This design comes from an exercise in tuning for small area on the open sky130 flow, not from production work.
Function was checked by simulation only, so behaviour that the tests miss may differ from the original.
Power figures rest on the tool's default switching activity, not on a simulated workload.

==> inputs of job 7880 <==
==> flow/design.v <==
module rf_hold (
    input  logic en,
    input  logic en_n,
    input  logic w,
    input  logic q,
    output logic d
);
    assign d = (en & w) | (en_n & q);
endmodule
module rf_aoi222 (
    input  logic [2:0] a,
    input  logic [2:0] b,
    output logic       y
);
    assign y = ~|(a & b);
endmodule
module rf_rd_bit (
    input  logic [30:0] sel,
    input  logic [30:0] q,
    output logic        y
);
    logic [10:0] n;
    for (genvar k = 0; k < 10; k++) begin : g_aoi
        rf_aoi222 u_aoi (.a(sel[3*k+2:3*k]), .b(q[3*k+2:3*k]), .y(n[k]));
    end
    assign n[10] = ~(sel[30] & q[30]);
    assign y = ~&n;
endmodule
module wb_stage_regfile (
    input  logic                CLK,
    input  logic                rst_n,
    input  logic [31:0]         PC_O,
    input  logic                Reg_Wr_En_O,
    input  logic [4:0]          mem_wb_rd,
    input  logic [31:0]         result_O,
    input  logic [1:0]          Src_to_Reg_O,
    input  logic [31:0]         DMEM_O,
    input  logic                wb_valid,
    input  logic [4:0]          rs1_addr,
    input  logic [4:0]          rs2_addr,
    output logic [31:0]         rs1_data,
    output logic [31:0]         rs2_data,
    output logic [31:0]         wb_data,
    output logic [4:0]          wb_rd,
    output logic                wb_we,
    output logic [63:0]         instret
);
    logic [31:0] regs [1:31];
    logic [31:0] regs_d [1:31];
    logic [31:1] vld;
    logic [31:0] sel_data;
    logic        eff_we;
    logic [63:0] instret_q;
    logic [31:1] row_we, row_we_n, sel1, sel2;
    always_comb begin
        case (Src_to_Reg_O)
            2'b00:   sel_data = result_O;
            2'b01:   sel_data = DMEM_O;
            2'b10:   sel_data = PC_O + 32'd4;
            default: sel_data = '0;
        endcase
    end
    assign eff_we  = rst_n & Reg_Wr_En_O & wb_valid & (mem_wb_rd != 5'd0);
    assign wb_data = sel_data;
    assign wb_we   = eff_we;
    assign wb_rd   = mem_wb_rd;
    assign instret = instret_q;
    always_comb
        for (int i = 1; i < 32; i++) begin
            row_we[i]   = eff_we && mem_wb_rd == i[4:0];
            row_we_n[i] = ~row_we[i];
            sel1[i]     = vld[i] && rs1_addr == i[4:0];
            sel2[i]     = vld[i] && rs2_addr == i[4:0];
        end
    for (genvar i = 1; i < 32; i++) begin : g_row
        for (genvar b = 0; b < 32; b++) begin : g_bit
            rf_hold u_hold (.en(row_we[i]), .en_n(row_we_n[i]), .w(sel_data[b]), .q(regs[i][b]), .d(regs_d[i][b]));
        end
    end
    always_ff @(posedge CLK) begin
        for (int i = 1; i < 32; i++) regs[i] <= regs_d[i];
    end
    always_ff @(posedge CLK or negedge rst_n) begin
        if (!rst_n) vld <= '0;
        else        vld <= vld | row_we;
    end
    always_ff @(posedge CLK or negedge rst_n) begin
        if (!rst_n)        instret_q <= '0;
        else if (wb_valid) instret_q <= instret_q + 64'd1;
    end
    for (genvar b = 0; b < 32; b++) begin : g_bit
        logic [30:0] col;
        for (genvar i = 1; i < 32; i++) begin : g_col
            assign col[i-1] = regs[i][b];
        end
        rf_rd_bit u_rd1 (.sel(sel1), .q(col), .y(rs1_data[b]));
        rf_rd_bit u_rd2 (.sel(sel2), .q(col), .y(rs2_data[b]));
    end
endmodule
==> flow/flow/run.sh <==
#!/bin/bash
# Own flow: the standard layout, with smaller port buffers and a clock tree
# built from mid-size buffers without dummy loads. make's output goes to
# standard.log; ORFS keeps each step's log under orfs/logs.
bash standard.sh finish \
  BUFFER_PORTS_ARGS="-buffer_cell sky130_fd_sc_hd__buf_1" \
  CTS_ARGS="-sink_clustering_enable -repair_clock_nets -dont_use_dummy_load -buf_list sky130_fd_sc_hd__clkbuf_4 -sink_clustering_size 10 -sink_clustering_max_diameter 40" \
  > standard.log 2>&1
==> flow/standard.sh <==
#!/bin/bash
# synth_recipe.tcl (not shown) runs the flow's synth.tcl, then flattens the netlist and writes it again
# the make line also repeats each setting of config.mk as NAME=value (left out here)
make -C /OpenROAD-flow-scripts/flow DESIGN_CONFIG=/design/flow/config.mk WORK_HOME=/design/flow/orfs CLKGATE_MAP_FILE= SYNTH_SCRIPT=/design/flow/synth_recipe.tcl "${@:-finish}"
==> flow/config.mk <==
export PLATFORM = sky130hd
export DESIGN_NAME = wb_stage_regfile
export DESIGN_NICKNAME = wb_stage_regfile
export VERILOG_FILES = /design/flow/design.v
export SDC_FILE = /design/flow/constraint.sdc
export NUM_CORES = 4
export LEC_CHECK = 0
export CAP_MARGIN = 20
export CORE_MARGIN = 2
export CORE_UTILIZATION = 30
export PLACE_DENSITY = 0.5
export SETUP_SLACK_MARGIN = 0.05
export SLEW_MARGIN = 20
export SYNTH_HIERARCHICAL = 1
==> flow/constraint.sdc <==
create_clock -name core_clock -period 6.0 [get_ports {CLK}]
set_input_delay 1.2000 -clock core_clock [delete_from_list [all_inputs] [get_ports {CLK}]]
set_output_delay 1.2000 -clock core_clock [all_outputs]
set_load 0.01 [all_outputs]
==> job 7736: changes against job 7880 <==
--- a/flow/design.v
+++ b/flow/design.v
@@ -8,2 +8,11 @@
     assign d = (en & w) | (en_n & q);
+endmodule
+module rf_ha (
+    input  logic a,
+    input  logic b,
+    output logic s,
+    output logic c
+);
+    assign s = a ^ b;
+    assign c = a & b;
 endmodule
@@ -54,10 +63,34 @@
     logic [31:1] row_we, row_we_n, sel1, sel2;
-    always_comb begin
-        case (Src_to_Reg_O)
-            2'b00:   sel_data = result_O;
-            2'b01:   sel_data = DMEM_O;
-            2'b10:   sel_data = PC_O + 32'd4;
-            default: sel_data = '0;
-        endcase
+    logic [31:0] pc4;
+    logic [31:2] pc_c;
+    logic [4:0]  pc_blk;
+    assign pc4[1:0]  = PC_O[1:0];
+    assign pc_blk[0] = 1'b1;
+    for (genvar k = 0; k < 4; k++) begin : g_pc_blk
+        localparam int LO = 2 + 8*k;
+        localparam int HI = (k == 3) ? 31 : LO + 7;
+        assign pc_blk[k+1] = pc_blk[k] & (&PC_O[HI:LO]);
+        if (k > 0) begin : g_cin
+            assign pc_c[LO] = pc_blk[k];
+        end
+        for (genvar i = LO; i <= HI; i++) begin : g_bit
+            if (i == 2) begin : g_first
+                assign pc4[i]    = ~PC_O[i];
+                assign pc_c[i+1] = PC_O[i];
+            end else if (i < HI) begin : g_mid
+                rf_ha u_ha (.a(PC_O[i]), .b(pc_c[i]), .s(pc4[i]), .c(pc_c[i+1]));
+            end else begin : g_last
+                assign pc4[i] = PC_O[i] ^ pc_c[i];
+            end
+        end
     end
+    logic        src_res, src_mem, src_pc;
+    logic [31:0] sel_data_n;
+    assign src_res = (Src_to_Reg_O == 2'b00);
+    assign src_mem = (Src_to_Reg_O == 2'b01);
+    assign src_pc  = (Src_to_Reg_O == 2'b10);
+    for (genvar b = 0; b < 32; b++) begin : g_wb
+        rf_aoi222 u_sel (.a({src_pc, src_mem, src_res}), .b({pc4[b], DMEM_O[b], result_O[b]}), .y(sel_data_n[b]));
+    end
+    assign sel_data = ~sel_data_n;
     assign eff_we  = rst_n & Reg_Wr_En_O & wb_valid & (mem_wb_rd != 5'd0);
@@ -86,5 +119,20 @@
     end
+    logic [63:0] instret_d;
+    logic [63:0] cnt_c;
+    logic [8:0]  cnt_blk;
+    assign cnt_blk[0] = wb_valid;
+    for (genvar k = 0; k < 8; k++) begin : g_cnt_blk
+        assign cnt_blk[k+1] = cnt_blk[k] & (&instret_q[8*k+7:8*k]);
+        assign cnt_c[8*k]   = cnt_blk[k];
+        for (genvar i = 8*k; i < 8*k+8; i++) begin : g_bit
+            if (i < 8*k+7) begin : g_mid
+                rf_ha u_ha (.a(instret_q[i]), .b(cnt_c[i]), .s(instret_d[i]), .c(cnt_c[i+1]));
+            end else begin : g_last
+                assign instret_d[i] = instret_q[i] ^ cnt_c[i];
+            end
+        end
+    end
     always_ff @(posedge CLK or negedge rst_n) begin
-        if (!rst_n)        instret_q <= '0;
-        else if (wb_valid) instret_q <= instret_q + 64'd1;
+        if (!rst_n) instret_q <= '0;
+        else        instret_q <= instret_d;
     end
--- a/flow/flow/run.sh
+++ b/flow/flow/run.sh
@@ -2,3 +2,3 @@
 # Own flow: the standard layout, with smaller port buffers and a clock tree
-# built from mid-size buffers without dummy loads. make's output goes to
+# built from small buffers without dummy loads. make's output goes to
 # standard.log; ORFS keeps each step's log under orfs/logs.
Settings changed: PLACE_DENSITY 0.5 to 0.6, SETUP_SLACK_MARGIN 0.05 to 0.3.
==> job 8172: changes against job 7880 <==
Settings changed: CORE_UTILIZATION 30 to 40, PLACE_DENSITY 0.5 to 0.7, SETUP_SLACK_MARGIN 0.05 to 0.3.
==> summary of the runs <==
Cell count: job 8172 < job 7736 < job 7880. In job 7880 the clock skew is lower than in job 7736, by 0.0041 ns. Sequential share of layout area, lowest first: job 7880, job 8172, job 7736. The highest utilization belongs to job 8172, the lowest to job 7736. Non-clock buffer count: job 7736 > job 8172 > job 7880.
==> figures <==
item                                                                           job 8172                  job 7880                 job 7736
Run status                                                     timing/DRC/antenna clean  timing/DRC/antenna clean  timing/DRC/antenna clean
CP max stage cell                                              sky130_fd_sc_hd__nand4_1  sky130_fd_sc_hd__nand4_1  sky130_fd_sc_hd__and3_1
Met2 routing resource usage after global routing                                  48.0%                     43.6%                    41.2%
Clock-pin transition on the worst setup and hold timing paths                   0.12 ns                   0.06 ns                  0.05 ns
DIE AREA                                                                     110000 µm²                146000 µm²               144000 µm²
Number of instances resized during post-cts repair                                    0                         0                        2
Clock Skew                                                                    0.0653 ns                 0.0800 ns                0.0840 ns
Comb power                                                                      1.21 mW                   1.27 mW                  1.18 mW
Final RePlAce weighted congestion                                                 0.992                      1.00                    0.992
Number of placed instances, taps included                                          5413                      5879                     5723
Worst stage delay on the critical path                                          0.73 ns                   0.69 ns                  0.61 ns

==> separate check: timing with driven ports <==
The results above use ideal ports. As a check the final layouts listed here were re-extracted and re-timed, cells and wires unchanged. Step 1 sets driving cells, clkbuf_16 on the clock port and buf_2 on the other inputs (assumed; they add their load-dependent delay and slew). Step 2, shift: input delay + t, output delay - t, t = (earliest + latest rising clock arrival at the registers) / 2. This alone moves slack from input paths to output paths. Three values: ideal ports, drivers, drivers and shift; two values: the first two.
| run | t, ns | setup slack, ns | worst hold slack (ns) | worst setup path at the end | latest minus earliest clock arrival (ns) |
|---|---|---|---|---|---|
| job 7880 | 1.266 | 0.187 / 0.155 / 0.155 | 0.476 / 0.476 / 0.476 | input to output | 0.111 / 0.112 |
| job 7736 | 1.212 | 0.409 / 0.247 / 0.247 | 0.462 / 0.462 / 0.462 | input to output | 0.231 / 0.232 |
| job 8172 | 1.142 | 0.461 / 0.327 / 0.327 | 0.109 / 0.097 / 0.491 | input to output | 0.199 / 0.198 |
After both steps every run listed still meets setup and hold. The setup slack of job 7736, which loses most, moves by -0.162 ns with the drivers and by -0.162 ns with both steps.
